Source: an optimization exercise on an open RTL-to-GDS flow (aim: small area, a short achievable clock period and few clock cycles per item). Production flows keep margins and buffers that such runs may drop. Function was checked by simulation only, so behaviour that the tests miss may differ from the original. Power and IR drop assume default switching activity.

`flow/design.v`:
```
package ksrq_pkg;
    localparam int CAPACITY_DEFAULT  = 16;
    localparam int KEY_WIDTH_DEFAULT = 32;
    localparam logic [1:0] CMD_INSERT = 2'd0;
    localparam logic [1:0] CMD_ERASE  = 2'd1;
    localparam logic [1:0] CMD_TEST   = 2'd2;
    localparam logic [1:0] CMD_SELECT = 2'd3;
endpackage
module key_set_with_rank_query (
    input  logic        aclk,
    input  logic        aresetn,
    input  logic        s_valid,
    output logic        s_ready,
    input  logic [1:0]  s_command,
    input  logic [31:0] s_key,
    input  logic [3:0]  s_rank,
    output logic        m_valid,
    input  logic        m_ready,
    output logic        m_success,
    output logic [31:0] m_selected_key,
    output logic [4:0]  m_item_count,
    output logic        m_table_full
);
    localparam int N  = 16;
    localparam int W  = 32;
    localparam int RW = 1 + 1 + 5 + W;  
    logic [W-1:0] key_q [N];
    logic [3:0]   rank_q [N];
    logic [N-1:0] val_q;
    logic [4:0]   cnt_q;
    logic         x_v;
    logic [1:0]   x_cmd;
    logic [W-1:0] x_key;
    logic [3:0]   x_rank;
    logic [N-1:0] x_gt, x_eq;
    logic         x_pgt, x_peq;
    logic [N-1:0] la_new;
    logic          r0_v, r1_v;
    logic [RW-1:0] r0_d, r1_d;
    logic          go_q;        
    logic          s_ready_q;   
    logic [N-1:0] a_gt, a_eq;
    logic         a_pgt, a_peq;
    function automatic logic [1:0] cmp(input logic [W-1:0] a, input logic [W-1:0] b);
        logic [W-1:0] g, e;
        g = a & ~b;
        e = ~(a ^ b);
        for (int w = W / 2; w >= 1; w = w / 2) begin
            for (int j = 0; j < w; j++) begin
                g[j] = g[2*j+1] | (e[2*j+1] & g[2*j]);
                e[j] = e[2*j+1] & e[2*j];
            end
        end
        cmp = {g[0], e[0]};
    endfunction
    function automatic logic [3:0] popcount(input logic [N-1:0] v);
        logic [1:0] p2 [8];
        logic [2:0] p4 [4];
        logic [3:0] p8 [2];
        for (int j = 0; j < 8; j++) p2[j] = 2'(v[2*j]) + 2'(v[2*j+1]);
        for (int j = 0; j < 4; j++) p4[j] = 3'(p2[2*j]) + 3'(p2[2*j+1]);
        for (int j = 0; j < 2; j++) p8[j] = 4'(p4[2*j]) + 4'(p4[2*j+1]);
        popcount = p8[0] + p8[1];
    endfunction
    logic [1:0] a_c [N+1];
    always_comb begin
        for (int i = 0; i < N; i++) begin
            a_c[i] = cmp(key_q[i], s_key);
            a_gt[i] = a_c[i][1];
            a_eq[i] = a_c[i][0];
        end
        a_c[N] = cmp(x_key, s_key);
        a_pgt = a_c[N][1];
        a_peq = a_c[N][0];
    end
    logic [N-1:0] gt_c, eq_c, lt_v, gt_v, free, fill, rk_hit;
    logic         exec, found, full, ins, era, sel_ok;
    logic [4:0]   cnt_n;
    logic [3:0]   rank_new;
    logic [W-1:0] sel_key;
    logic [RW-1:0] res;
    always_comb begin
        for (int i = 0; i < N; i++) begin
            gt_c[i] = la_new[i] ? x_pgt : x_gt[i];
            eq_c[i] = la_new[i] ? x_peq : x_eq[i];
        end
        exec   = x_v && go_q;
        found  = |(val_q & eq_c);
        full   = cnt_q[4];
        ins    = exec && x_cmd == ksrq_pkg::CMD_INSERT && !found && !full;
        era    = exec && x_cmd == ksrq_pkg::CMD_ERASE && found;
        sel_ok = x_cmd == ksrq_pkg::CMD_SELECT && {1'b0, x_rank} < cnt_q;
        gt_v = val_q & gt_c;
        lt_v = val_q & ~gt_c & ~eq_c;
        free = ~val_q;
        for (int i = 0; i < N; i++) begin
            fill[i] = ins && free[i] && (i == 0 || !(|(free & ((N)'(1 << i) - 1'b1))));
        end
        rank_new = popcount(lt_v);
        for (int i = 0; i < N; i++) begin
            rk_hit[i] = val_q[i] && rank_q[i] == x_rank;
        end
        sel_key = '0;
        for (int i = 0; i < N; i++) begin
            sel_key = sel_key | ({W{rk_hit[i]}} & key_q[i]);
        end
        cnt_n = ins ? cnt_q + 5'd1 : era ? cnt_q - 5'd1 : cnt_q;
        res[RW-1]  = ins || era || (x_cmd == ksrq_pkg::CMD_TEST && found) || sel_ok;
        res[RW-2]  = x_cmd == ksrq_pkg::CMD_INSERT && !found && full;
        res[W+4:W] = cnt_n;
        res[W-1:0] = (x_cmd == ksrq_pkg::CMD_SELECT) ? sel_key : '0;
    end
    always_ff @(posedge aclk) begin
        for (int i = 0; i < N; i++) begin
            if (fill[i]) begin
                key_q[i]  <= x_key;
                rank_q[i] <= rank_new;
            end else if (ins && gt_v[i]) begin
                rank_q[i] <= rank_q[i] + 4'd1;
            end else if (era && gt_v[i]) begin
                rank_q[i] <= rank_q[i] - 4'd1;
            end
        end
    end
    logic take, x_free;
    logic r0_vn, r1_vn, x_vn, go_n;
    always_comb begin
        take   = r0_v && m_ready;
        x_free = s_ready_q;   
        if (take) begin
            r0_vn = r1_v || exec;
            r1_vn = r1_v && exec;
        end else begin
            r0_vn = r0_v || exec;
            r1_vn = r1_v || (r0_v && exec);
        end
        go_n = !(r0_vn && r1_vn);
        x_vn = x_free ? s_valid : x_v;
    end
    assign s_ready        = s_ready_q;
    assign m_valid        = r0_v;
    assign m_success      = r0_d[RW-1];
    assign m_table_full   = r0_d[RW-2];
    assign m_item_count   = r0_d[W+4:W];
    assign m_selected_key = r0_d[W-1:0];
    always_ff @(posedge aclk) begin
        if (take) begin
            r0_d <= r1_v ? r1_d : res;
        end else if (!r0_v) begin
            r0_d <= res;
        end
        if (take || !r1_v) begin
            r1_d <= res;
        end
    end
    always_ff @(posedge aclk) begin
        if (x_free) begin
            x_cmd  <= s_command;
            x_key  <= s_key;
            x_rank <= s_rank;
            x_gt   <= a_gt;
            x_eq   <= a_eq;
            x_pgt  <= a_pgt;
            x_peq  <= a_peq;
        end else begin
            x_gt   <= gt_c;
            x_eq   <= eq_c;
        end
    end
    always_ff @(posedge aclk) begin
        if (!aresetn) begin
            x_v       <= 1'b0;
            val_q     <= '0;
            cnt_q     <= '0;
            la_new    <= '0;
            r0_v      <= 1'b0;
            r1_v      <= 1'b0;
            go_q      <= 1'b1;
            s_ready_q <= 1'b1;
        end else begin
            x_v <= x_vn;
            for (int i = 0; i < N; i++) begin
                if (fill[i]) begin
                    val_q[i] <= 1'b1;
                end else if (era && eq_c[i]) begin
                    val_q[i] <= 1'b0;
                end
            end
            cnt_q     <= cnt_n;
            la_new    <= fill;
            r0_v      <= r0_vn;
            r1_v      <= r1_vn;
            go_q      <= go_n;
            s_ready_q <= !x_vn || go_n;
        end
    end
endmodule
```
`flow/run.sh`:
```
#!/bin/bash
# synth_recipe.tcl (not shown) runs the flow's synth.tcl, then flattens the netlist and writes it again
# the make line also repeats each setting of config.mk as NAME=value (left out here)
make -C /OpenROAD-flow-scripts/flow DESIGN_CONFIG=/design/flow/config.mk WORK_HOME=/design/flow/orfs CLKGATE_MAP_FILE= SYNTH_SCRIPT=/design/flow/synth_recipe.tcl finish
```
`flow/config.mk`:
```
export PLATFORM = sky130hd
export DESIGN_NAME = key_set_with_rank_query
export DESIGN_NICKNAME = key_set_with_rank_query
export VERILOG_FILES = /design/flow/design.v
export SDC_FILE = /design/flow/constraint.sdc
export NUM_CORES = 4
export LEC_CHECK = 0
export CAP_MARGIN = 20
export CORE_MARGIN = 2
export CORE_UTILIZATION = 55
export SETUP_SLACK_MARGIN = 3.3
export SLEW_MARGIN = 20
```
`flow/constraint.sdc`:
```
create_clock -name core_clock -period 6.5 [get_ports {aclk}]
set_input_delay 1.3000 -clock core_clock [delete_from_list [all_inputs] [get_ports {aclk}]]
set_output_delay 1.3000 -clock core_clock [all_outputs]
set_load 0.01 [all_outputs]
```
==> results of run 1 <==
==> worst max-delay path, stage by stage, from the launching register on <==
cell and delay (ps):
edfxtp_1 440, buf_12 180, mux2_4 320, nor2_1 110, nand2_1 80, fa_1 570, fa_2 470, fa_2 400
fa_1 520, inv_1 50, ha_1 270, a21o_1 190, a21oi_2 170, xor2_2 220, buf_6 180, nand2_1 60
o22ai_1 140, a21oi_1 60
==> state kept, by name, indices dropped and copies added, names as in the netlist, 2 cells and up <==
name,flops
val_q,16
x_cmd,2
rank_q,64
key_q,512
r0_d,39
r1_d,39
cnt_q,5
x_gt,16
la_new,16
x_eq,16
x_key,32
x_rank,4
==> per-layer routing <==
metal / share of wire / global-route usage / up-vias
met5: 0.00011 / 0 / -
met4: 0.084 / 0.3012 / 4
met3: 0.13 / 0.1213 / 680
met2: 0.42 / 0.6580 / 2764
met1: 0.36 / 0.5717 / 17500
li1: - / - / 14610
==> report_power, final <==
| part | leakage, nW | switching (W) | internal, W |
|---|---|---|---|
| registers | 7.19 | 0.0000846 | 0.00543 |
| logic | 12.2 | 0.000578 | 0.000386 |
| clock network | 1.30 | 0.00209 | 0.00268 |
==> final timing paths <==
| check | startpoint | endpoint | slack (ps) | cells after the start |
|---|---|---|---|---|
| worst max-delay path | x_pgt | rank_q[0][3] | 1790 | 17 |
| worst min-delay path | r1_d[3] | r0_d[3] | 550 | 1 |
| worst min register to register | r1_d[3] | r0_d[3] | 550 | 1 |
| worst max register to register | x_pgt | rank_q[0][3] | 1790 | 17 |
==> cells by family (layout without fill, tap and decap cells) <==
group           count (synthesis)  in the layout  share of synthesized area
compound gates                855            855                     0.1356
xor+xnor                      111            111                    0.02247
fa+ha+maj                     613            613                     0.1818
buf+inv                       200            666                    0.01935
flops                         768            768                     0.5160
mux                           109            109                    0.02771
other cells                     0              2                          0
simple gates                  820            821                    0.09713
==> final cells by class <==
class                           count  share of cell area
Antenna cell                        2          0.00009485
Clock buffer                      101             0.04223
Clock inverter                     49            0.007872
Inverter                           82            0.008607
Multi-Input combinational cell   2509              0.4101
Sequential cell                   768              0.4231
Tap cell                         1040             0.02466
Timing Repair Buffer              433             0.08311
Timing Repair inverter              1           0.0001660
==> cells in the mapped netlist (all sizes together), types with 38 or more instances <==
library cell,number,area share
a21oi,181,0.021
xnor2,50,0.010
dfxtp,74,0.034
a22o,51,0.010
nor2,159,0.014
nor3,78,0.0094
nand4,145,0.021
a21o,129,0.022
inv,81,0.0070
clkbuf,80,0.0070
o21ai,123,0.014
nand3,124,0.014
xor2,61,0.012
ha,586,0.17
nand2,157,0.014
mux2,68,0.018
a22oi,153,0.027
buf,38,0.0053
mux2i,41,0.0096
edfxtp,694,0.48
==> stage by stage <==
stage | instance area, um^2 | cells | util
6_report | 52770 | 4985 | 0.6789
5_1_grt | 52760 | 4983 | 0.6789
4_1_cts | 51570 | 4925 | 0.6636
3_5_place_dp | 45890 | 4582 | 0.5905
3_3_place_gp | 45890 | 4582 | 0.5904
2_1_floorplan | 43450 | 3476 | -
==> what timing repair did <==
action	4_1_cts	5_1_grt
buffers inserted	186	52
pin swaps	69	51
gates cloned	7	6
hold endpoints to repair	0	0
setup endpoints to repair	761	623
gates resized for setup	311	131
==> flow_metrics.env, run 1 <==
export IMPL_dieArea_mm2=0.08091
export IMPL_synth_main_ff_cell="edfxtp_1"
export IMPL_io_pins=83
export IMPL_slew_headroom=0.3805
export IMPL_avgSynthCellArea_um2=12.45
export IMPL_grt_max_degree=40
export IMPL_cp_arrival_ps=5100
export IMPL_cp_start_kind="flop"
export IMPL_postLayoutSetupSlackWorst_ps=1786
export IMPL_n_fill_cell=5671
export IMPL_die_h_um=284.5
export IMPL_initial_core_util=0.5566
export IMPL_final_cell_mix="edfxtp_1 (694), ha_1 (578), buf_4 (252)"
export IMPL_rsz0062_at_grt="yes"
export IMPL_ys_seq_area_frac=0.5160
export IMPL_final_layout_size_suffix_gt1_frac=0.2082
export IMPL_timing_final_crit_period_ps=4714
export IMPL_final_common_cell="edfxtp_1"
export IMPL_skew_ps=19.46
export IMPL_slew_viol_final=0
export IMPL_cts_tree="done"
export IMPL_drtAntennaViolNets=0
export IMPL_synth_edf_count=694
export IMPL_core_mm2=0.07772
export IMPL_max_freq_mhz=212.1
export IMPL_first_pass_iters=6
export IMPL_num_rows=102
export IMPL_num_vias=35560
export IMPL_place_congestion=1.044
export IMPL_power_w=0.01124
export IMPL_nets=4533
export IMPL_grt_pass1_vias=34750
export IMPL_cts_sinks=768
export IMPL_hold_viol=0
export IMPL_peakVddDrop_mv=0.2325
export IMPL_hpwl_um=126800
export IMPL_crit_type="reg -> reg"
export IMPL_finalSetupTns_ps=0
export IMPL_post_place_ws_ps=1354
export IMPL_cts_buffer_depth=3
export IMPL_grtUsageTotal=0.4449
export IMPL_syn_inst=3476
export IMPL_synth_cell_type_count=76
export IMPL_power_density_mw_per_mm2=213.0
export IMPL_drt_iter0_markers=5082
export IMPL_hold_slack_ps=550.8
export IMPL_cts_max_level=3
export IMPL_routed_wl_um=184400
export IMPL_required_ps=6890
export IMPL_crit_path_max_fanout=9
export IMPL_die_w_um=284.5
export IMPL_synthArstFlopShare=0
export IMPL_area_growth_pct=21.98
export IMPL_leakage_nw=20.65
export IMPL_cts_made_buffers=84
export IMPL_maxCapViolCount=0
export IMPL_min_period_over_period=0.7252
export IMPL_avgRoutedWirePerCell_um=36.99
export IMPL_cts_hold_buf=0
export IMPL_grt_overflow=0
export IMPL_drc=0
export IMPL_antenna_found_initial=7
export IMPL_setup_violations=0
export IMPL_min_path_type="reg -> reg"
export IMPL_insertion_delay_ps=660
export IMPL_status="finished clean"
export IMPL_yosys_warnings=7
export IMPL_syn_num_nets=4130
export IMPL_worst_slew_pin_slew_ps=929.2
export IMPL_seqCellArea_mm2=0.02233
export IMPL_ys_ff_latch=768
export IMPL_viasPerCell=7.133
export IMPL_port_buffers=82
export IMPL_end_kind="flop"
export IMPL_netlist_area_mm2=0.04326
export IMPL_cts_root_buffer="clkbuf_16"
export IMPL_grt_pass1_wl_um=255400
export IMPL_multiInputGateArea_mm2=0.02164
export IMPL_clk_pin_slew_ps=60
Testbench counts, summed over its fixed seeds: cycles 4,816, ops 4,800.
==> run 2, diff against run 1 <==
--- a/flow/design.v
+++ b/flow/design.v
@@ -56,9 +56,23 @@
     function automatic logic [3:0] popcount(input logic [N-1:0] v);
-        logic [1:0] p2 [8];
-        logic [2:0] p4 [4];
-        logic [3:0] p8 [2];
-        for (int j = 0; j < 8; j++) p2[j] = 2'(v[2*j]) + 2'(v[2*j+1]);
-        for (int j = 0; j < 4; j++) p4[j] = 3'(p2[2*j]) + 3'(p2[2*j+1]);
-        for (int j = 0; j < 2; j++) p8[j] = 4'(p4[2*j]) + 4'(p4[2*j+1]);
-        popcount = p8[0] + p8[1];
+        logic [N-1:0] t;
+        logic a, b;
+        t = v;
+        for (int p = 1; p < N; p = p * 2) begin
+            for (int k = p; k >= 1; k = k / 2) begin
+                for (int j = k % p; j + k < N; j = j + 2 * k) begin
+                    for (int i = 0; i < k; i++) begin
+                        if (i + j + k < N && ((i + j) / (p * 2)) == ((i + j + k) / (p * 2))) begin
+                            a = t[i+j];
+                            b = t[i+j+k];
+                            t[i+j]   = a | b;
+                            t[i+j+k] = a & b;
+                        end
+                    end
+                end
+            end
+        end
+        popcount[3] = t[7];
+        popcount[2] = (t[3] & ~t[7]) | t[11];
+        popcount[1] = (t[1] & ~t[3]) | (t[5] & ~t[7]) | (t[9] & ~t[11]) | t[13];
+        popcount[0] = ^v;
     endfunction
--- a/flow/config.mk
+++ b/flow/config.mk
@@ -9,4 +9,5 @@
 export CORE_MARGIN = 2
-export CORE_UTILIZATION = 55
-export SETUP_SLACK_MARGIN = 3.3
+export CORE_UTILIZATION = 45
+export SETUP_SLACK_MARGIN = 3.5
 export SLEW_MARGIN = 20
+export TNS_END_PERCENT = 10
==> run 2 against run 1 <==
  * Critical path depth is 2 lower
  * Global-route usage is 12 points lower
  * Setup slack better by 1100 ps
  * Synthesized cell count is 0.92% lower
  * Area after synthesis is 0.62% higher
  * Sequential cell count stayed put
  * Worst hold slack worse by 19 ps
  * Routed wire length is 8.0% lower
  * Sequential share of layout area is 1.8 points lower
  * Critical endpoint is now rank_q[5][1]
  * Die area is 23% higher
  * Count of clock-buffer cells in the layout is 1 lower
==> flow_metrics.env, run 2 <==
export IMPL_cp_slowest_stage_delay_ps=470
export IMPL_cp_start_kind="flop"
export IMPL_worst_slew_pin_slew_ps=1154
export IMPL_path_cells="clkbuf_16 -> mux2i_4 -> buf_6 -> nand3_4 -> inv_1 -> ha_2 -> or2_4 -> a22oi_2 -> a211oi_4 -> or3_4 -> a2111o_1 -> buf_4 -> a2bb2oi_4 -> clkbuf_16 -> a2bb2oi_2"
export IMPL_first_pass_iters=7
export IMPL_antenna_cells=0
export IMPL_crit_path_top_delay_cell="edfxtp_1"
export IMPL_netlist_area_mm2=0.04353
export IMPL_cts_max_level=3
export IMPL_p_sw_frac=0.2393
export IMPL_grtUsageTotal=0.3200
export IMPL_routed_wl_um=169700
export IMPL_ys_ff_latch=768
export IMPL_maxCapViolCount=0
export IMPL_core_mm2=0.09628
export IMPL_synthTopCellsByArea="edfxtp_1 (48%), ha_1 (17%), dfxtp_1 (3.4%), a21o_1 (3.1%), a22oi_1 (2.2%)"
export IMPL_n_fill_cell=7822
export IMPL_stdcell_area_mm2=0.05517
export IMPL_final_common_cell="edfxtp_1"
export IMPL_finalSetupTns_ps=0
export IMPL_largest_reg_flops=512
export IMPL_drtAntennaViolNets=0
export IMPL_avgSynthCellArea_um2=12.64
export IMPL_rsz0062_at_grt="yes"
export IMPL_p_int_w=0.008846
export IMPL_die_h_um=315.0
export IMPL_synth_top_area_cell="edfxtp_1"
export IMPL_power_density_mw_per_mm2=210.8
export IMPL_status="finished clean"
export IMPL_crit_type="reg -> reg"
export IMPL_grt_pass1_vias=31510
export IMPL_min_period_over_period=0.5540
export IMPL_viasPerCell=6.526
export IMPL_slew_headroom=0.2298
export IMPL_cp_arrival_ps=4120
export IMPL_timing_final_crit_period_ps=3601
export IMPL_slew_viol_final=0
export IMPL_hpwl_um=109800
export IMPL_cpMostUsedCell="clkbuf_16"
export IMPL_drt_iter0_markers=5264
export IMPL_cts_made_buffers=85
export IMPL_ys_seq_area_frac=0.5128
export IMPL_io_pins=83
export IMPL_area_growth_pct=26.75
export IMPL_cts_sinks=768
export IMPL_grt_overflow=0
export IMPL_initial_core_util=0.4521
export IMPL_antenna_found_initial=5
export IMPL_clkPwrFrac=0.438
export IMPL_synthArstFlopShare=0
export IMPL_drc=0
export IMPL_final_layout_size_suffix_gt1_frac=0.2524
export IMPL_yosysMostFrequentCell="edfxtp_1"
export IMPL_synth_top_area_frac=0.4788
export IMPL_cts_root_buffer="clkbuf_16"
export IMPL_combPwrFrac=0.092
export IMPL_port_buffers=82
export IMPL_insertion_delay_ps=670
export IMPL_leakage_nw=21.32
export IMPL_grt_pass1_wl_um=227900
export IMPL_max_freq_mhz=277.7
export IMPL_synth_cell_type_count=74
export IMPL_path_depth=15
export IMPL_final_cell_mix="edfxtp_1 (694), ha_1 (546), buf_4 (316)"
export IMPL_hold_slack_ps=531.4
export IMPL_required_ps=7020
export IMPL_ff2ff_path_depth=15
export IMPL_yosys_warnings=4
export IMPL_synth_edf_count=694
export IMPL_hold_viol=0
export IMPL_cp_top_family="compound AO/OA/AOI/OAI gates"
export IMPL_syn_inst=3444
export IMPL_synth_common_cells="edfxtp_1 (694), ha_1 (597), a21o_1 (182), a21oi_1 (164), nand4_1 (133)"
export IMPL_clk_pin_slew_ps=60
export IMPL_grt_max_degree=48
export IMPL_reg_largest_list="key_q: 512 flops, rank_q: 64 flops"
export IMPL_crit_path_max_fanout=8
export IMPL_cts_tree="done"
export IMPL_nets=4572
export IMPL_placed_area_mm2=0.04650
export IMPL_num_rows=114
export IMPL_die_w_um=315.0
export IMPL_avgRoutedWirePerCell_um=32.22
export IMPL_min_path_type="reg -> reg"
export IMPL_end_kind="flop"
export IMPL_regMostFlops="key_q"
export IMPL_skew_ps=34.51
export IMPL_synth_main_ff_cell="edfxtp_1"
export IMPL_seqPwrFrac=0.470
export IMPL_min_path_cells=2
export IMPL_num_vias=34360
export IMPL_place_congestion=0.9630
export IMPL_utilization=0.5730
export IMPL_dieArea_mm2=0.09923
export IMPL_critPathBufInv=5
export IMPL_peakVddDrop_mv=0.1657
export IMPL_cts_buffer_depth=3
export IMPL_p_switching_w=0.002783
export IMPL_syn_num_nets=4099
export IMPL_setup_violations=0
## run 2: cell types whose count changed after synthesis, sizes merged, moves of 19 or more
| cell | change |
|---|---|
| a221oi | +21 |
| nand2b | +19 |
| nor2 | -47 |
| a21o | +53 |
| a222oi | +25 |
| mux2 | -27 |
| xnor2 | +23 |
| xor2 | -23 |
| a22oi | -27 |
| and4 | +21 |
| nor3 | -27 |
| mux2i | +37 |
| nand2 | -40 |
| nand3 | -43 |
## run 2: per-layer routing
metal	part of all wire	track usage	wire length, um	vias up
li1	-	-	-	14870
met1	0.39	0.4481	66770	16870
met2	0.43	0.4771	72820	2131
met3	0.11	0.05131	18450	484
met4	0.068	0.1702	11580	4
met5	0.00017	0	28	-
## run 2: through the flow
| stage | setup slack [ps] | total power [W] | instances |
|---|---|---|---|
| finish | 2899 | 0.01163 | 5265 |
| global route | 2805 | 0.01192 | 5265 |
| CTS | 2656 | 0.01142 | 5023 |
| detailed placement | 1536 | 0.006362 | 4792 |
| global placement | 774.5 | 0.006350 | 4791 |
| floorplan | 3129 | 0.006015 | 3444 |
## run 2: final cells by class
| class | instances | area [um^2] | area share |
|---|---|---|---|
| Clock buffer | 100 | 2287 | 0.04146 |
| Timing Repair Buffer | 484 | 4720 | 0.08554 |
| Sequential cell | 768 | 22330 | 0.4047 |
| Inverter | 86 | 499.2 | 0.009049 |
| Multi-Input combinational cell | 2480 | 23010 | 0.4170 |
| Timing Repair inverter | 12 | 127.6 | 0.002313 |
| Tap cell | 1276 | 1597 | 0.02894 |
| Clock inverter | 59 | 606.8 | 0.01100 |
## run 2: final timing paths
check	slack, ps	endpoint	startpoint
worst max-delay path	2900	rank_q[5][1]	x_peq
worst min-delay path	530	r0_d[34]	r1_d[34]
worst max register to register	2900	rank_q[5][1]	x_peq
worst min register to register	530	r0_d[34]	r1_d[34]
## run 2: cells by family (layout without fill, tap and decap cells)
family,after synthesis,count (layout),share of synthesized area
AOI/OAI and AO/OA,929,932,0.1506
DFF,768,768,0.5128
and+or+nand+nor,703,705,0.08698
adders and majority gates,613,613,0.1790
buffers and inverters,201,741,0.01903
muxes,119,119,0.02929
xor gates and xnor gates,111,111,0.02233
## run 2: worst reg2reg max path: cells and delay by family (launching register included)
| family | cells | cell delay, ps |
|---|---|---|
| multiplexers | 1 | 110 |
| AO/OA/AOI/OAI | 5 | 1140 |
| adder cells (fa/ha/maj) | 1 | 210 |
| buffers and inverters | 5 | 810 |
| AND/OR/NAND/NOR | 3 | 710 |
| flip-flops | 1 | 470 |
## run 2: repair_timing
item                       in CTS  in global routing
buffers inserted               59                228
gates resized for setup       154                460
pin swaps                      20                183
hold buffers                    0                  0
cloned                         13                 14
setup endpoints to repair     769                752
## run 2: power groups by stage
stage / registers (W) / clock network, W / logic [W]
final: 0.00546 / 0.00509 / 0.00107
after global routing: 0.00547 / 0.00531 / 0.00114
after CTS: 0.00546 / 0.00513 / 0.000831
after detailed placement: 0.00557 / 0 / 0.000788
after global placement: 0.00557 / 0 / 0.000777
after floorplan: 0.00558 / 0 / 0.000435
Testbench counts of run 2, summed over its fixed seeds: cycles 4,816, ops 4,800.
==> run 3, diff against run 2 <==
--- a/flow/design.v
+++ b/flow/design.v
@@ -30,2 +30,6 @@
     logic [4:0]   cnt_q;
+    logic         i_v;
+    logic [1:0]   i_cmd;
+    logic [W-1:0] i_key;
+    logic [3:0]   i_rank;
     logic         x_v;
@@ -81,3 +85,3 @@
         for (int i = 0; i < N; i++) begin
-            a_c[i] = cmp(key_q[i], s_key);
+            a_c[i] = cmp(key_q[i], i_key);
             a_gt[i] = a_c[i][1];
@@ -85,3 +89,3 @@
         end
-        a_c[N] = cmp(x_key, s_key);
+        a_c[N] = cmp(x_key, i_key);
         a_pgt = a_c[N][1];
@@ -139,6 +143,6 @@
     logic take, x_free;
-    logic r0_vn, r1_vn, x_vn, go_n;
+    logic r0_vn, r1_vn, i_vn, x_vn, go_n;
     always_comb begin
         take   = r0_v && m_ready;
-        x_free = s_ready_q;   
+        x_free = !x_v || go_q;
         if (take) begin
@@ -151,3 +155,4 @@
         go_n = !(r0_vn && r1_vn);
-        x_vn = x_free ? s_valid : x_v;
+        i_vn = s_ready_q ? s_valid : i_v;
+        x_vn = x_free ? i_v : x_v;
     end
@@ -170,6 +175,11 @@
     always_ff @(posedge aclk) begin
+        if (s_ready_q) begin
+            i_cmd  <= s_command;
+            i_key  <= s_key;
+            i_rank <= s_rank;
+        end
         if (x_free) begin
-            x_cmd  <= s_command;
-            x_key  <= s_key;
-            x_rank <= s_rank;
+            x_cmd  <= i_cmd;
+            x_key  <= i_key;
+            x_rank <= i_rank;
             x_gt   <= a_gt;
@@ -185,2 +195,3 @@
         if (!aresetn) begin
+            i_v       <= 1'b0;
             x_v       <= 1'b0;
@@ -194,2 +205,3 @@
         end else begin
+            i_v <= i_vn;
             x_v <= x_vn;
@@ -207,3 +219,3 @@
             go_q      <= go_n;
-            s_ready_q <= !x_vn || go_n;
+            s_ready_q <= !i_vn || !x_vn || go_n;
         end
==> run 3 against run 2 <==
  * Synthesized cell count is 0.23% higher
  * Count of clock-buffer cells in the layout increased by 28
  * Power grew 0.83%
  * Critical path depth is 5 lower
  * Register-to-register slack got worse by 270 ps
  * Setup slack got worse by 270 ps
  * Critical path type unchanged
  * Largest cell class is now sequential cells
==> flow_metrics.env, run 3 <==
export IMPL_initial_core_util=0.4530
export IMPL_dieArea_mm2=0.1013
export IMPL_grtUsageTotal=0.3300
export IMPL_syn_num_nets=4107
export IMPL_timing_final_crit_period_ps=3869
export IMPL_core_mm2=0.09813
export IMPL_cts_root_buffer="clkbuf_16"
export IMPL_viasPerCell=6.612
export IMPL_port_buffers=82
export IMPL_num_rows=115
export IMPL_min_path_type="reg -> reg"
export IMPL_cp_arrival_ps=4480
export IMPL_maxCapViolCount=0
export IMPL_drc=0
export IMPL_r2r_end="x_gt[0]"
export IMPL_synth_xor_area_share=0.02246
export IMPL_synth_edf_count=732
export IMPL_cp_slowest_stage_delay_ps=550
export IMPL_cts_max_level=3
export IMPL_path_cells="inv_1 -> buf_4 -> ha_1 -> nand4_1 -> nor2_1 -> and3_1 -> nand4_1 -> a21oi_1 -> a2111oi_0 -> a32oi_1"
export IMPL_skew_ps=23.22
export IMPL_critical_path_startpoint="i_key[27]"
export IMPL_end_kind="flop"
export IMPL_num_vias=33750
export IMPL_hold_viol=0
export IMPL_hpwl_um=116200
export IMPL_synthTopCellsByArea="edfxtp_1 (49%), ha_1 (17%), dfxtp_1 (3.4%), a21o_1 (3.1%), a21oi_1 (2.3%)"
export IMPL_die_h_um=318.3
export IMPL_cp_start_kind="flop"
export IMPL_synth_cell_type_count=77
export IMPL_leakage_nw=20.25
export IMPL_synth_top_family_by_area="adder cells"
export IMPL_grt_overflow=0
export IMPL_worst_slew_pin_slew_ps=1165
export IMPL_cts_hold_buf=0
export IMPL_insertion_delay_ps=690
export IMPL_ys_seq_area_frac=0.5282
export IMPL_min_period_over_period=0.5952
export IMPL_slew_viol_final=0
export IMPL_nets=4392
export IMPL_required_ps=7110
export IMPL_power_density_mw_per_mm2=222.9
export IMPL_synth_adder_area_share=0.1752
export IMPL_synth_common_cells="edfxtp_1 (732), ha_1 (597), a21oi_1 (202), a21o_1 (184), nand2_1 (144)"
export IMPL_area_growth_pct=18.33
export IMPL_crit_type="reg -> reg"
export IMPL_rrSetupSlack_ps=2630
export IMPL_yosysMostFrequentCell="edfxtp_1"
export IMPL_largest_reg_flops=512
export IMPL_final_layout_size_suffix_gt1_frac=0.1544
export IMPL_critPathBufInv=2
export IMPL_ff2ff_path_depth=10
export IMPL_clk_pin_slew_ps=60
export IMPL_dp_cells=4808
export IMPL_final_common_cell="edfxtp_1"
export IMPL_muxShareOfSynthArea=0.02859
export IMPL_r2r_start="i_key[27]"
export IMPL_yosys_warnings=4
export IMPL_cts_sinks=807
export IMPL_crit_path_top_delay_cell="nor2_1"
export IMPL_avgRoutedWirePerCell_um=33.60
export IMPL_cts_made_buffers=93
export IMPL_yosys_area_share_simple=0.08336
export IMPL_final_cell_mix="edfxtp_1 (732), ha_1 (579), a21o_1 (184)"
export IMPL_synthArstFlopShare=0
export IMPL_synth_top_area_cell="edfxtp_1"
export IMPL_drtAntennaViolNets=0
export IMPL_setup_violations=0
export IMPL_min_from="i_rank[2]"
export IMPL_drt_iter0_markers=4836
export IMPL_crit_path_max_fanout=9
export IMPL_synth_compound_area_frac=0.1451
export IMPL_die_w_um=318.3
export IMPL_netlist_area_mm2=0.04446
export IMPL_reg_largest_list="key_q: 512 flops, rank_q: 64 flops"
export IMPL_cp_top_family="simple AND/OR/NAND/NOR gates"
export IMPL_endpoint="x_gt[0]"
export IMPL_first_pass_iters=8
export IMPL_power_w=0.01173
export IMPL_status="finished clean"
export IMPL_avgSynthCellArea_um2=12.88
export IMPL_max_freq_mhz=258.5
export IMPL_path_depth=10
export IMPL_grt_pass1_wl_um=239600
export IMPL_placed_area_mm2=0.04742
export IMPL_cts_buffer_depth=3
export IMPL_ys_ff_latch=807
export IMPL_peakVddDrop_mv=0.1796
export IMPL_stdcell_area_mm2=0.05260
export IMPL_synth_main_ff_cell="edfxtp_1"
export IMPL_finalSetupTns_ps=0
export IMPL_rsz0062_at_grt="yes"
export IMPL_slew_headroom=0.2034
export IMPL_antenna_found_initial=16
export IMPL_io_pins=83
export IMPL_regMostFlops="key_q"
export IMPL_routed_wl_um=171500
export IMPL_final_cells=5104
export IMPL_grt_max_degree=46
export IMPL_cpMostUsedCell="nand4_1"
export IMPL_syn_inst=3452
export IMPL_cts_tree="done"
export IMPL_synth_top_area_frac=0.4944
export IMPL_place_congestion=0.9600
export IMPL_grt_pass1_vias=32580
[run 3: changes by cell type in the layout (fill, tap and decap cells not counted), moves of 17 or more]
cell,previous run,this run
nand2b_1,24,7
a21oi_1,119,176
clkinvlp_4,34,2
ha_1,546,579
buf_4,316,156
xor2_1,34,55
clkdlybuf4s50_1,55,82
inv_1,49,76
and3_1,23,41
edfxtp_1,694,732
a21oi_2,40,23
buf_12,42,17
nand2_1,115,141
ha_4,44,15
[run 3: worst min path at each step]
stage               cells past startpoint        end
floorplan                               0   x_cmd[0]
global placement                        0  x_rank[2]
detailed placement                      0  x_rank[2]
CTS                                     0  x_rank[2]
global route                            0  x_rank[2]
finish                                  0  x_rank[2]
[run 3: where the power goes]
part           internal, W  leakage, nW  switching (W)
registers          0.00570         7.57      0.0000548
logic             0.000286         11.2       0.000480
clock network      0.00296         1.46        0.00224
total              0.00895         20.2        0.00278
[run 3: layout make-up]
class	count	area (um^2)
timing repair inverter	7	82.58
antenna	3	7.507
timing repair buffer	285	2740
clock buffer	128	2608
sequential	807	23490
tap	1287	1610
multi-input combinational	2456	21310
fill	8413	45530
inverter	87	414.1
clock inverter	44	337.8
[run 3: per-layer routing]
layer	up-vias	GRT usage	wire length, um
li1	14470	-	-
met1	16770	0.4480	68070
met2	2087	0.5059	75180
met3	411	0.07314	19310
met4	12	0.1490	8829
met5	-	0	89
[run 3: cells by family after synthesis]
kind of cell / after synthesis
AO/OA/AOI/OAI: 922
buffers and inverters: 191
flip-flops: 807
AND/OR/NAND/NOR: 686
adder cells (fa/ha/maj): 613
multiplexers: 119
XOR/XNOR: 114
[run 3: through the flow]
step	util	hold WS, ps	worst slack, ps
after floorplan	-	400.3	2841
after global placement	0.4830	404.6	1494
after detailed placement	0.4832	404.5	1494
after CTS	0.5300	419.2	2803
after global routing	0.5360	432.1	2660
final	0.5361	417.3	2631
[run 3: repair_timing]
item / CTS / global route
resized for setup: 161 / 69
pin swaps: 55 / 26
endpoints found under the setup margin: 777 / 763
setup buffers: 83 / 26
gates cloned: 7 / 5
Testbench counts of run 3, summed over its fixed seeds: cycles 4,824, ops 4,800.
==> run 4, diff against run 3 <==
--- a/flow/design.v
+++ b/flow/design.v
@@ -41,2 +41,4 @@
     logic [N-1:0] la_new;
+    logic [N-1:0] pend_q;
+    logic [3:0]   pend_rank_q;
     logic          r0_v, r1_v;
@@ -44,2 +46,5 @@
     logic          go_q;        
+    logic          c_v;
+    logic [6:0]    c_res;
+    logic [N-1:0]  c_hit;
     logic          s_ready_q;   
@@ -47,14 +52,2 @@
     logic         a_pgt, a_peq;
-    function automatic logic [1:0] cmp(input logic [W-1:0] a, input logic [W-1:0] b);
-        logic [W-1:0] g, e;
-        g = a & ~b;
-        e = ~(a ^ b);
-        for (int w = W / 2; w >= 1; w = w / 2) begin
-            for (int j = 0; j < w; j++) begin
-                g[j] = g[2*j+1] | (e[2*j+1] & g[2*j]);
-                e[j] = e[2*j+1] & e[2*j];
-            end
-        end
-        cmp = {g[0], e[0]};
-    endfunction
     function automatic logic [3:0] popcount(input logic [N-1:0] v);
@@ -82,14 +75,12 @@
     endfunction
-    logic [1:0] a_c [N+1];
-    always_comb begin
-        for (int i = 0; i < N; i++) begin
-            a_c[i] = cmp(key_q[i], i_key);
-            a_gt[i] = a_c[i][1];
-            a_eq[i] = a_c[i][0];
-        end
-        a_c[N] = cmp(x_key, i_key);
-        a_pgt = a_c[N][1];
-        a_peq = a_c[N][0];
+    always_comb begin
+        for (int i = 0; i < N; i++) begin
+            a_gt[i] = key_q[i] > i_key;
+            a_eq[i] = key_q[i] == i_key;
+        end
+        a_pgt = x_key > i_key;
+        a_peq = x_key == i_key;
     end
     logic [N-1:0] gt_c, eq_c, lt_v, gt_v, free, fill, rk_hit;
+    logic [3:0]   rank_b [N];
     logic         exec, found, full, ins, era, sel_ok;
@@ -98,2 +89,4 @@
     logic [W-1:0] sel_key;
+    logic [6:0]   b_res;
+    logic [N-1:0] b_hit;
     logic [RW-1:0] res;
@@ -118,39 +111,54 @@
         for (int i = 0; i < N; i++) begin
-            rk_hit[i] = val_q[i] && rank_q[i] == x_rank;
-        end
+            rank_b[i] = pend_q[i] ? pend_rank_q : rank_q[i];
+            rk_hit[i] = val_q[i] && rank_b[i] == x_rank;
+        end
+        cnt_n = ins ? cnt_q + 5'd1 : era ? cnt_q - 5'd1 : cnt_q;
+        b_res[6]   = ins || era || (x_cmd == ksrq_pkg::CMD_TEST && found) || sel_ok;
+        b_res[5]   = x_cmd == ksrq_pkg::CMD_INSERT && !found && full;
+        b_res[4:0] = cnt_n;
+        b_hit      = (x_cmd == ksrq_pkg::CMD_SELECT) ? rk_hit : '0;
+    end
+    always_comb begin
         sel_key = '0;
         for (int i = 0; i < N; i++) begin
-            sel_key = sel_key | ({W{rk_hit[i]}} & key_q[i]);
-        end
-        cnt_n = ins ? cnt_q + 5'd1 : era ? cnt_q - 5'd1 : cnt_q;
-        res[RW-1]  = ins || era || (x_cmd == ksrq_pkg::CMD_TEST && found) || sel_ok;
-        res[RW-2]  = x_cmd == ksrq_pkg::CMD_INSERT && !found && full;
-        res[W+4:W] = cnt_n;
-        res[W-1:0] = (x_cmd == ksrq_pkg::CMD_SELECT) ? sel_key : '0;
-    end
-    always_ff @(posedge aclk) begin
+            sel_key = sel_key | ({W{c_hit[i]}} & key_q[i]);
+        end
+        res = {c_res, sel_key};
+    end
+    always_ff @(posedge aclk) begin
+        if (exec) begin
+            c_res <= b_res;
+            c_hit <= b_hit;
+        end
+    end
+    always_ff @(posedge aclk) begin
+        pend_rank_q <= rank_new;
         for (int i = 0; i < N; i++) begin
             if (fill[i]) begin
-                key_q[i]  <= x_key;
-                rank_q[i] <= rank_new;
-            end else if (ins && gt_v[i]) begin
-                rank_q[i] <= rank_q[i] + 4'd1;
+                key_q[i] <= x_key;
+            end
+            if (ins && gt_v[i]) begin
+                rank_q[i] <= rank_b[i] + 4'd1;
             end else if (era && gt_v[i]) begin
-                rank_q[i] <= rank_q[i] - 4'd1;
-            end
-        end
-    end
-    logic take, x_free;
-    logic r0_vn, r1_vn, i_vn, x_vn, go_n;
+                rank_q[i] <= rank_b[i] - 4'd1;
+            end else begin
+                rank_q[i] <= rank_b[i];
+            end
+        end
+    end
+    logic take, c_move, x_free;
+    logic r0_vn, r1_vn, c_vn, i_vn, x_vn, go_n;
     always_comb begin
         take   = r0_v && m_ready;
+        c_move = c_v && (!r1_v || take);
         x_free = !x_v || go_q;
         if (take) begin
-            r0_vn = r1_v || exec;
-            r1_vn = r1_v && exec;
+            r0_vn = r1_v || c_move;
+            r1_vn = r1_v && c_move;
         end else begin
-            r0_vn = r0_v || exec;
-            r1_vn = r1_v || (r0_v && exec);
-        end
-        go_n = !(r0_vn && r1_vn);
+            r0_vn = r0_v || c_move;
+            r1_vn = r1_v || (r0_v && c_move);
+        end
+        c_vn = exec || (c_v && !c_move);
+        go_n = !c_vn || !(r0_vn && r1_vn);
         i_vn = s_ready_q ? s_valid : i_v;
@@ -175,3 +183,3 @@
     always_ff @(posedge aclk) begin
-        if (s_ready_q) begin
+        if (!i_v || x_free) begin   
             i_cmd  <= s_command;
@@ -200,4 +208,6 @@
             la_new    <= '0;
+            pend_q    <= '0;
             r0_v      <= 1'b0;
             r1_v      <= 1'b0;
+            c_v       <= 1'b0;
             go_q      <= 1'b1;
@@ -216,4 +226,6 @@
             la_new    <= fill;
+            pend_q    <= fill;
             r0_v      <= r0_vn;
             r1_v      <= r1_vn;
+            c_v       <= c_vn;
             go_q      <= go_n;
==> run 4 against run 3 <==
  * Power up 3.0%
  * Sequential cell count up 28
  * Critical path depth unchanged
  * Highest routed layer unchanged
==> flow_metrics.env, run 4 <==
export IMPL_clk_pin_slew_ps=60
export IMPL_end_kind="flop"
export IMPL_maxCapViolCount=0
export IMPL_final_cell_mix="edfxtp_1 (691), ha_1 (594), a21oi_1 (179), a21o_1 (179), nand4_1 (164)"
export IMPL_clkPwrFrac=0.451
export IMPL_place_congestion=0.9723
export IMPL_core_mm2=0.09871
export IMPL_timing_final_crit_period_ps=3610
export IMPL_cp_arrival_ps=3930
export IMPL_antenna_found_initial=8
export IMPL_cts_buffer_depth=3
export IMPL_syn_num_nets=4237
export IMPL_min_path_type="reg -> reg"
export IMPL_cts_root_buffer="clkbuf_16"
export IMPL_netlist_area_mm2=0.04496
export IMPL_finalSetupTns_ps=0
export IMPL_yosys_warnings=4
export IMPL_power_density_mw_per_mm2=231.6
export IMPL_port_buffers=82
export IMPL_syn_inst=3598
export IMPL_rsz0062_at_grt="yes"
export IMPL_final_layout_size_suffix_gt1_frac=0.1138
export IMPL_crit_path_top_delay_cell="nor3_4"
export IMPL_ys_seq_area_frac=0.5256
export IMPL_dieArea_mm2=0.1025
export IMPL_cp_top_family="simple AND/OR/NAND/NOR gates"
export IMPL_avgSynthCellArea_um2=12.50
export IMPL_avgRoutedWirePerCell_um=31.34
export IMPL_leakage_nw=20.50
export IMPL_drc=0
export IMPL_cts_max_level=3
export IMPL_routed_wl_um=161900
export IMPL_p_int_w=0.009241
export IMPL_cp_slowest_stage_delay_ps=580
export IMPL_p_switching_w=0.002832
export IMPL_grt_pass1_vias=31800
export IMPL_yosysMostFrequentCell="edfxtp_1"
export IMPL_grt_max_degree=40
export IMPL_initial_core_util=0.4555
export IMPL_num_rows=115
export IMPL_drtAntennaViolNets=0
export IMPL_p_sw_frac=0.2346
export IMPL_final_common_cell="edfxtp_1"
export IMPL_die_h_um=320.1
export IMPL_rrSetupSlack_ps=2890
export IMPL_synth_main_ff_cell="edfxtp_1"
export IMPL_ys_ff_latch=835
export IMPL_cts_hold_buf=0
export IMPL_cts_sinks=835
export IMPL_grt_pass1_wl_um=225300
export IMPL_synth_top_area_cell="edfxtp_1"
export IMPL_reg_largest_list="key_q: 512 flops, rank_q: 64 flops"
export IMPL_synthArstFlopShare=0
export IMPL_hpwl_um=108200
export IMPL_combPwrFrac=0.064
export IMPL_status="finished clean"
export IMPL_synth_top_area_frac=0.4615
export IMPL_hold_viol=0
export IMPL_die_w_um=320.1
export IMPL_min_period_over_period=0.5554
export IMPL_synthTopCellsByArea="edfxtp_1 (46%), ha_1 (17%), dfxtp_1 (6.4%), a21o_1 (3.0%), a22oi_1 (2.7%)"
export IMPL_insertion_delay_ps=690
export IMPL_slew_headroom=0.2648
export IMPL_drt_iter0_markers=4035
export IMPL_largest_reg_flops=512
export IMPL_setup_violations=0
export IMPL_synth_common_cells="edfxtp_1 (691), ha_1 (597), a21o_1 (179), a21oi_1 (179), nand4_1 (164)"
export IMPL_nets=4439
export IMPL_regMostFlops="key_q"
export IMPL_grt_overflow=0
export IMPL_peakVddDrop_mv=0.2058
export IMPL_required_ps=6820
export IMPL_io_pins=83
export IMPL_cts_tree="done"
export IMPL_synth_cell_type_count=58
export IMPL_worst_slew_pin_slew_ps=1103
export IMPL_utilization=0.5282
export IMPL_num_vias=33520
export IMPL_synth_edf_count=691
export IMPL_critPathBufInv=4
export IMPL_power_w=0.01207
export IMPL_viasPerCell=6.488
export IMPL_path_cells="buf_6 -> buf_8 -> mux2_2 -> o2bb2ai_1 -> or4_4 -> nor3_4 -> buf_8 -> nand2_1 -> nor2_4 -> buf_6"
export IMPL_slew_viol_final=0
export IMPL_cts_made_buffers=94
export IMPL_skew_ps=26.52
export IMPL_max_freq_mhz=277.0
export IMPL_first_pass_iters=6
export IMPL_area_growth_pct=15.95
export IMPL_crit_type="reg -> reg"
export IMPL_seqPwrFrac=0.485
export IMPL_crit_path_max_fanout=33
export IMPL_grtUsageTotal=0.3050
export IMPL_cp_start_kind="flop"
[run 4: through the flow]
step	worst slack [ps]	cell area, um^2	instances	hold WS (ps)
5_1_grt	2853	52130	5163	444.8
6_report	2890	52140	5166	413.1
3_5_place_dp	1121	47830	4936	404.5
2_1_floorplan	2614	45120	3598	400.3
3_3_place_gp	1231	47820	4935	403.1
4_1_cts	2927	51470	5143	417.8
[run 4: worst reg2reg max path, stage by stage (launching register included)]
cell       delay [ps]
edfxtp_1          400
buf_6             190
buf_8             160
mux2_2            290
o2bb2ai_1         140
or4_4             570
nor3_4            580
buf_8             240
nand2_1           120
nor2_4            110
buf_6             380
[run 4: worst paths after layout]
kind | endpoint | cells after the start | from
min reg2reg | x_rank[3] | 0 | i_rank[3]
min | x_rank[3] | 0 | i_rank[3]
max | key_q[1][29] | 10 | x_peq
max reg2reg | key_q[1][29] | 10 | x_peq
[run 4: per-layer routing]
layer / up-vias / track usage / routed length [um] / part of all wire
met4: 4 / 0.1263 / 8327 / 0.051
met5: - / 0 / 27 / 0.00017
met3: 366 / 0.06649 / 17270 / 0.11
met2: 1923 / 0.4688 / 70490 / 0.44
li1: 14670 / - / - / -
met1: 16550 / 0.4177 / 65800 / 0.41
[run 4: cell families (layout without fill, tap and decap cells)]
| group | Yosys count | count (layout) | share of synthesized area |
|---|---|---|---|
| adder cells (fa/ha/maj) | 597 | 597 | 0.1661 |
| other | 0 | 3 | 0 |
| multiplexers | 143 | 143 | 0.03337 |
| AND/OR/NAND/NOR | 697 | 698 | 0.08507 |
| AO/OA/AOI/OAI | 946 | 947 | 0.1436 |
| XOR/XNOR | 122 | 122 | 0.02377 |
| buffers and inverters | 258 | 534 | 0.02243 |
| flip-flops | 835 | 835 | 0.5256 |
[run 4: cell type report]
class                           count  area (um^2)
Fill cell                        8379        46570
Sequential cell                   835        23650
Multi-Input combinational cell   2507        20830
Clock buffer                      117         2526
Timing Repair Buffer              235         2481
Tap cell                         1287         1610
Clock inverter                     55        544.3
Inverter                          127        485.5
Antenna cell                        3        7.507
[run 4: repair_timing]
item | CTS | global route
buffers inserted | 31 | 10
cloned | 4 | 10
endpoints found under the setup margin | 643 | 663
resized for setup | 37 | 77
pin swaps | 13 | 12
[run 4: power groups by stage]
stage          Clock, W  Sequential, W  Combinational, W
5_1_grt         0.00570        0.00586          0.000832
2_1_floorplan         0        0.00598          0.000409
4_1_cts         0.00550        0.00586          0.000747
3_3_place_gp          0        0.00597          0.000718
3_5_place_dp          0        0.00597          0.000731
6_report        0.00545        0.00586          0.000769
Testbench counts of run 4, summed over its fixed seeds: cycles 4,832, ops 4,800.
==> run 5, diff against run 4 <==
--- a/flow/config.mk
+++ b/flow/config.mk
@@ -10,4 +10,4 @@
 export CORE_UTILIZATION = 45
-export SETUP_SLACK_MARGIN = 3.5
+export SETUP_SLACK_MARGIN = 4.0
 export SLEW_MARGIN = 20
-export TNS_END_PERCENT = 10
+export TNS_END_PERCENT = 5
==> run 5 against run 4 <==
  * Via count is 0.78% lower
  * Cell area is 0.85% lower
  * Clock power hardly changed
  * Utilization is 0.45 points lower
  * Largest cell class unchanged
  * Critical endpoint unchanged
  * Sequential power hardly changed
  * Synthesized cell count stayed put
  * Count of clock-buffer cells in the layout stayed put
  * Global-route usage hardly changed
==> flow_metrics.env, run 5 <==
export IMPL_grt_pass1_vias=31820
export IMPL_min_path_type="reg -> reg"
export IMPL_slew_headroom=0.2938
export IMPL_regMostFlops="key_q"
export IMPL_viasPerCell=6.454
export IMPL_ys_ff_latch=835
export IMPL_cp_arrival_ps=3960
export IMPL_cp_start_kind="flop"
export IMPL_hold_slack_ps=408.8
export IMPL_place_congestion=0.9723
export IMPL_die_w_um=320.1
export IMPL_antenna_found_initial=5
export IMPL_synth_top_area_cell="edfxtp_1"
export IMPL_seqCellArea_mm2=0.02364
export IMPL_syn_inst=3598
export IMPL_synth_main_ff_cell="edfxtp_1"
export IMPL_final_common_cell="edfxtp_1"
export IMPL_dieArea_mm2=0.1025
export IMPL_drt_iter0_markers=4218
export IMPL_synth_common_cells="edfxtp_1 (691), ha_1 (597), a21o_1 (179), a21oi_1 (179), nand4_1 (164)"
export IMPL_finalSetupTns_ps=0
export IMPL_yosys_warnings=4
export IMPL_required_ps=6810
export IMPL_leakage_nw=20.35
export IMPL_end_kind="flop"
export IMPL_ys_seq_area_frac=0.5256
export IMPL_rsz0062_at_grt="yes"
export IMPL_power_density_mw_per_mm2=233.4
export IMPL_num_vias=33250
export IMPL_cts_max_level=3
export IMPL_io_pins=83
export IMPL_timing_final_crit_period_ps=3651
export IMPL_insertion_delay_ps=690
export IMPL_final_cell_mix="edfxtp_1 (691), ha_1 (597), a21oi_1 (179), a21o_1 (179), nand4_1 (164)"
export IMPL_reg_largest_list="key_q: 512 flops, rank_q: 64 flops"
export IMPL_netlist_area_mm2=0.04496
export IMPL_port_buffers=82
export IMPL_initial_core_util=0.4555
export IMPL_num_rows=115
export IMPL_status="finished clean"
export IMPL_first_pass_iters=6
export IMPL_drtAntennaViolNets=0
export IMPL_peakVddDrop_mv=0.2068
export IMPL_hold_viol=0
export IMPL_max_freq_mhz=273.9
export IMPL_cts_made_buffers=94
export IMPL_avgRoutedWirePerCell_um=31.02
export IMPL_grt_max_degree=40
export IMPL_die_h_um=320.1
export IMPL_n_fill_cell=8422
export IMPL_clk_pin_slew_ps=60
export IMPL_crit_type="reg -> reg"
export IMPL_synthArstFlopShare=0
export IMPL_core_mm2=0.09871
export IMPL_slew_viol_final=0
export IMPL_avgSynthCellArea_um2=12.50
export IMPL_grt_pass1_wl_um=225200
export IMPL_skew_ps=32.09
export IMPL_final_layout_size_suffix_gt1_frac=0.1053
export IMPL_setup_violations=0
export IMPL_yosysMostFrequentCell="edfxtp_1"
export IMPL_cts_tree="done"
export IMPL_min_period_over_period=0.5617
export IMPL_cts_buffer_depth=3
export IMPL_worst_slew_pin_slew_ps=1048
export IMPL_maxCapViolCount=0
export IMPL_drc=0
export IMPL_cts_root_buffer="clkbuf_16"
export IMPL_synth_edf_count=691
export IMPL_synthTopCellsByArea="edfxtp_1 (46%), ha_1 (17%), dfxtp_1 (6.4%), a21o_1 (3.0%), a22oi_1 (2.7%)"
export IMPL_crit_path_max_fanout=33
export IMPL_synth_top_area_frac=0.4615
export IMPL_syn_num_nets=4237
export IMPL_synth_cell_type_count=58
export IMPL_hpwl_um=108200
export IMPL_grt_overflow=0
export IMPL_nets=4427
export IMPL_area_growth_pct=14.97
export IMPL_largest_reg_flops=512
export IMPL_routed_wl_um=159800
export IMPL_cts_sinks=835
export IMPL_grtUsageTotal=0.3048
export IMPL_multiInputGateArea_mm2=0.02066
run 5: cell types whose count changed in the layout (fill, tap and decap cells not counted), moves of 3 or more:
| cell | previous run | this run |
|---|---|---|
| or2_2 | 3 | 7 |
| mux2i_2 | 7 | 3 |
| nor2_4 | 14 | 10 |
| clkbuf_16 | 104 | 100 |
| mux2i_1 | 83 | 87 |
| buf_12 | 18 | 14 |
| ha_2 | 3 | 0 |
| ha_1 | 594 | 597 |
| nor2_1 | 121 | 124 |
| or2_4 | 4 | 0 |
run 5: cell type report:
type,count,share of cell area
antenna,1,0.00004841
clock buffer,117,0.04887
clock inverter,55,0.01053
inverter,127,0.009391
multi-input combinational,2507,0.3997
sequential,835,0.4574
tap,1287,0.03115
timing repair buffer,223,0.04291
run 5: power breakdown:
part           internal (W)  switching (W)  leakage [nW]
logic              0.000270       0.000494          11.4
clock network       0.00315        0.00230          1.50
registers           0.00582      0.0000370          7.48
run 5: repair_timing:
item                                    in CTS  in global routing
setup buffers                               30                  5
gates resized for setup                     33                 32
hold buffers                                 0                  0
cloned                                       3                  5
pin swaps                                   13                  5
endpoints found under the setup margin     789                808
run 5: cells by family (layout without fill, tap and decap cells):
family                   Yosys count  after routing  share of synthesized area
XOR/XNOR                         122            122                    0.02377
other                              0              1                          0
flip-flops                       835            835                     0.5256
buffers and inverters            258            522                    0.02243
AND/OR/NAND/NOR                  697            698                    0.08507
adder cells (fa/ha/maj)          597            597                     0.1661
AO/OA/AOI/OAI                    946            947                     0.1436
multiplexers                     143            143                    0.03337
run 5: through the flow:
step | total power, W | instances | setup slack, ps | util | area [um^2]
2_1_floorplan | 0.006384 | 3598 | 2614 | - | 45120
3_3_place_gp | 0.006692 | 4935 | 1231 | 0.4844 | 47820
3_5_place_dp | 0.006705 | 4936 | 1121 | 0.4846 | 47830
4_1_cts | 0.01210 | 5141 | 2927 | 0.5207 | 51400
5_1_grt | 0.01239 | 5151 | 2849 | 0.5237 | 51690
6_report | 0.01207 | 5152 | 2849 | 0.5237 | 51690
run 5: path summary, 6_finish.rpt:
kind / from / end / slack, ps / depth (start not counted)
max: x_peq / key_q[1][29] / 2850 / 10
min: i_rank[3] / x_rank[3] / 410 / 0
max reg2reg: x_peq / key_q[1][29] / 2850 / 10
min reg2reg: i_rank[3] / x_rank[3] / 410 / 0
run 5: per-layer routing:
| metal | GRT usage | wire, um |
|---|---|---|
| met5 | 0 | 13 |
| met4 | 0.1249 | 7516 |
| met2 | 0.4680 | 70180 |
| met1 | 0.4193 | 65050 |
| met3 | 0.06510 | 17070 |
run 5: critical path, cell delays in order, from the launching register on:
cell,delay (ps)
edfxtp_1,400
buf_6,180
buf_6,160
mux2_2,290
o2bb2ai_1,140
or4_4,570
nor3_4,600
buf_8,250
nand2_1,120
nor2_4,110
buf_6,380
==> run 6, diff against run 5 <==
--- a/flow/design.v
+++ b/flow/design.v
@@ -83,5 +83,5 @@
     end
-    logic [N-1:0] gt_c, eq_c, lt_v, gt_v, free, fill, rk_hit;
+    logic [N-1:0] gt_c, eq_c, lt_v, gt_v, free, we, fill, rk_hit;
     logic [3:0]   rank_b [N];
-    logic         exec, found, full, ins, era, sel_ok;
+    logic         exec, found, full, ins, era, sel_ok, up_pre, dn_pre;
     logic [4:0]   cnt_n;
@@ -100,3 +100,5 @@
         full   = cnt_q[4];
-        ins    = exec && x_cmd == ksrq_pkg::CMD_INSERT && !found && !full;
+        up_pre = exec && x_cmd == ksrq_pkg::CMD_INSERT && !full;
+        dn_pre = exec && x_cmd == ksrq_pkg::CMD_ERASE;
+        ins    = up_pre && !found;
         era    = exec && x_cmd == ksrq_pkg::CMD_ERASE && found;
@@ -107,3 +109,5 @@
         for (int i = 0; i < N; i++) begin
-            fill[i] = ins && free[i] && (i == 0 || !(|(free & ((N)'(1 << i) - 1'b1))));
+            we[i]   = exec && x_cmd == ksrq_pkg::CMD_INSERT && free[i] &&
+                      (i == 0 || !(|(free & ((N)'(1 << i) - 1'b1))));
+            fill[i] = we[i] && !found;
         end
@@ -136,11 +140,9 @@
         for (int i = 0; i < N; i++) begin
-            if (fill[i]) begin
+            if (we[i]) begin
                 key_q[i] <= x_key;
             end
-            if (ins && gt_v[i]) begin
-                rank_q[i] <= rank_b[i] + 4'd1;
-            end else if (era && gt_v[i]) begin
-                rank_q[i] <= rank_b[i] - 4'd1;
+            if (found) begin
+                rank_q[i] <= (dn_pre && gt_v[i]) ? rank_b[i] - 4'd1 : rank_b[i];
             end else begin
-                rank_q[i] <= rank_b[i];
+                rank_q[i] <= (up_pre && gt_v[i]) ? rank_b[i] + 4'd1 : rank_b[i];
             end
@@ -225,4 +227,4 @@
             cnt_q     <= cnt_n;
-            la_new    <= fill;
-            pend_q    <= fill;
+            la_new    <= we;
+            pend_q    <= we;
             r0_v      <= r0_vn;
--- a/flow/config.mk
+++ b/flow/config.mk
@@ -10,4 +10,4 @@
 export CORE_UTILIZATION = 45
-export SETUP_SLACK_MARGIN = 4.0
+export SETUP_SLACK_MARGIN = 3.5
 export SLEW_MARGIN = 20
-export TNS_END_PERCENT = 5
+export TNS_END_PERCENT = 10
==> run 6 against run 5 <==
  * Routed wire length increased by 3.5%
  * Synthesized cell count decreased by 1.0%
  * Sequential share of layout area decreased by 0.61 points
  * Worst hold slack improved by 7.8 ps
  * Utilization increased by 0.19 points
  * Setup slack improved by 550 ps
  * Area after synthesis increased by 0.30%
  * Critical endpoint is now m_valid
  * Largest cell class unchanged
==> flow_metrics.env, run 6 <==
export IMPL_crit_path_max_fanout=8
export IMPL_grt_max_degree=47
export IMPL_initial_core_util=0.4523
export IMPL_synth_top_area_frac=0.4601
export IMPL_cp_arrival_ps=1800
export IMPL_ff2ff_path_depth=12
export IMPL_peakVddDrop_mv=0.1872
export IMPL_r2r_end="pend_rank_q[1]"
export IMPL_cts_root_buffer="clkbuf_16"
export IMPL_io_pins=83
export IMPL_synth_cell_type_count=71
export IMPL_worst_slew_pin_slew_ps=1221
export IMPL_first_pass_iters=6
export IMPL_critical_path_startpoint="r0_v"
export IMPL_cts_tree="done"
export IMPL_path_depth=1
export IMPL_insertion_delay_ps=680
export IMPL_antenna_found_initial=8
export IMPL_syn_inst=3561
export IMPL_endpoint="m_valid"
export IMPL_min_path_type="reg -> reg"
export IMPL_die_h_um=320.6
export IMPL_dieArea_mm2=0.1028
export IMPL_final_cell_mix="edfxtp_1 (691), ha_1 (592), nand4_1 (180)"
export IMPL_synth_main_ff_cell="edfxtp_1"
export IMPL_clk_pin_slew_ps=60
export IMPL_die_w_um=320.6
export IMPL_cts_made_buffers=94
export IMPL_synthArstFlopShare=0
export IMPL_status="finished clean"
export IMPL_leakage_nw=20.07
export IMPL_path_cells="clkdlybuf4s50_1"
export IMPL_crit_path_top_delay_cell="clkdlybuf4s50_1"
export IMPL_min_period_over_period=0.4773
export IMPL_netlist_area_mm2=0.04510
export IMPL_avgRoutedWirePerCell_um=31.86
export IMPL_area_growth_pct=16.22
export IMPL_power_w=0.01213
export IMPL_drt_iter0_markers=4182
export IMPL_largest_reg_flops=512
export IMPL_placed_area_mm2=0.04781
export IMPL_num_vias=33640
export IMPL_max_freq_mhz=322.3
export IMPL_drtAntennaViolNets=0
export IMPL_yosys_warnings=4
export IMPL_final_layout_size_suffix_gt1_frac=0.1390
export IMPL_r2r_start="x_peq"
export IMPL_hpwl_um=110500
export IMPL_viasPerCell=6.478
export IMPL_grt_pass1_vias=31900
export IMPL_avgSynthCellArea_um2=12.66
export IMPL_cts_max_level=3
export IMPL_finalSetupTns_ps=0
export IMPL_synth_edf_count=691
export IMPL_dr_wl_met3_um=17630
export IMPL_cp_start_kind="flop"
export IMPL_syn_num_nets=4200
export IMPL_rsz0062_at_grt="yes"
export IMPL_yosysMostFrequentCell="edfxtp_1"
export IMPL_power_density_mw_per_mm2=231.5
export IMPL_routed_wl_um=165400
export IMPL_grt_overflow=0
export IMPL_cp_top_family="buffers and inverters"
export IMPL_synth_top_area_cell="edfxtp_1"
export IMPL_port_buffers=82
export IMPL_ys_ff_latch=835
export IMPL_met1_length_um=68890
export IMPL_synth_common_cells="edfxtp_1 (691), ha_1 (597), nand4_1 (180), a21o_1 (177), a21oi_1 (161)"
export IMPL_slew_viol_final=0
export IMPL_met2_length_um=70410
export IMPL_core_mm2=0.09971
export IMPL_highest_layer="met5"
export IMPL_regMostFlops="key_q"
export IMPL_stdcell_area_mm2=0.05241
export IMPL_cts_buffer_depth=3
export IMPL_num_rows=116
export IMPL_reg_largest_list="key_q: 512 flops, rank_q: 64 flops"
export IMPL_grt_pass1_wl_um=232000
export IMPL_crit_type="reg -> out"
export IMPL_place_congestion=1.016
export IMPL_ys_seq_area_frac=0.5240
export IMPL_synthTopCellsByArea="edfxtp_1 (46%), ha_1 (17%), dfxtp_1 (6.4%), a21o_1 (2.9%), a22oi_1 (2.6%)"
export IMPL_cp_slowest_stage_delay_ps=610
export IMPL_rrSetupSlack_ps=3400
export IMPL_required_ps=5200
export IMPL_grtUsageTotal=0.3152
export IMPL_cts_sinks=835
export IMPL_setup_violations=0
export IMPL_timing_final_crit_period_ps=3102
export IMPL_drc=0
export IMPL_final_common_cell="edfxtp_1"
export IMPL_nets=4453
export IMPL_maxCapViolCount=0
export IMPL_skew_ps=25.68
export IMPL_critPathBufInv=1
export IMPL_slew_headroom=0.1848
export IMPL_hold_viol=0
export IMPL_end_kind="output port"
==> run 6: worst min path at each step <==
stage	start	to	slack (ps)	cells past startpoint
5_1_grt	i_rank[3]	x_rank[3]	440	0
3_5_place_dp	i_rank[1]	x_rank[1]	400	0
2_1_floorplan	i_cmd[0]	x_cmd[0]	400	0
3_3_place_gp	i_rank[0]	x_rank[0]	400	0
6_report	i_rank[1]	x_rank[1]	420	0
4_1_cts	i_rank[1]	x_rank[1]	420	0
==> run 6: power by group <==
group          internal (W)  switching (W)  leakage (nW)  total, W
Clock               0.00315        0.00228          1.51   0.00543
Combinational      0.000319       0.000514          11.1  0.000832
Sequential          0.00582      0.0000519          7.50   0.00587
Total               0.00929        0.00284          20.1    0.0121
==> run 6: metal layers <==
metal | up-vias | track usage
met2 | 1824 | 0.4643
met5 | - | 0.007565
met4 | 8 | 0.1459
met3 | 362 | 0.07356
li1 | 14680 | -
met1 | 16770 | 0.4384
==> run 6: metrics by stage <==
step | util | hold WS, ps | instances | setup slack [ps]
final | 0.5256 | 416.6 | 5192 | 3398
after global routing | 0.5256 | 436.6 | 5189 | 3302
after CTS | 0.5128 | 418.6 | 5086 | 3143
after detailed placement | 0.4795 | 404.5 | 4903 | 2710
after global placement | 0.4793 | 404.6 | 4903 | 2677
after floorplan | - | 400.3 | 3561 | 2511
==> run 6: cell families after synthesis <==
family	count (synthesis)	synth area share
buffers and inverters	246	0.02200
AND/OR/NAND/NOR	674	0.08573
adder cells (fa/ha/maj)	598	0.1659
AO/OA/AOI/OAI	940	0.1446
multiplexers	146	0.03410
flip-flops	835	0.5240
XOR/XNOR	122	0.02369
==> run 6: timing repair <==
action | 4_1_cts | 5_1_grt
pin swaps | 4 | 11
cloned | 0 | 2
setup endpoints to repair | 265 | 190
setup buffers | 10 | 100
hold buffers | 0 | 0
gates resized for setup | 46 | 80
==> run 6: layout make-up <==
type                    count  area, um^2
multi-input cells        2481       21000
clock inverters            49       469.2
repair buffers            276        2486
well taps                1298        1624
fillers                  8522       47300
flip-flops and latches    835       23650
clock buffers             124        2620
inverters                 126       550.5
diodes                      3       7.507
Testbench counts of run 6, summed over its fixed seeds: cycles 4,832, ops 4,800.

## separate check: timing with driven ports
Ports are ideal in the flow. The routed layouts listed here were re-timed in OpenROAD.
Step 1: set_driving_cell puts a clkbuf_16 on aclk and a buf_2 on each other input, an assumption about the parent block.
Step 2, shift: input delay + t, output delay - t, t = (earliest + latest rising clock arrival at the registers) / 2. This alone moves slack from input paths to output paths.
a / b / c = ideal ports / drivers / drivers and shift; a / b = the first two.
run | t, ns | setup WS [ns] | worst slew at a driven data input, ns
run 1 | 0.724 | 1.786 / 1.786 / 1.786 | 0.05
run 2 | 0.732 | 2.899 / 2.899 / 2.604 | 0.05
run 3 | 0.755 | 2.631 / 2.631 / 2.631 | 0.04
run 4 | 0.749 | 2.890 / 2.890 / 2.890 | 0.05
run 5 | 0.750 | 2.849 / 2.849 / 2.849 | 0.05
run 6 | 0.737 | 3.398 / 3.328 / 3.033 | 0.04
After both steps every run listed still meets setup and hold. The setup slack of run 6, which loses most, moves by -0.070 ns with the drivers and by -0.365 ns with both steps.
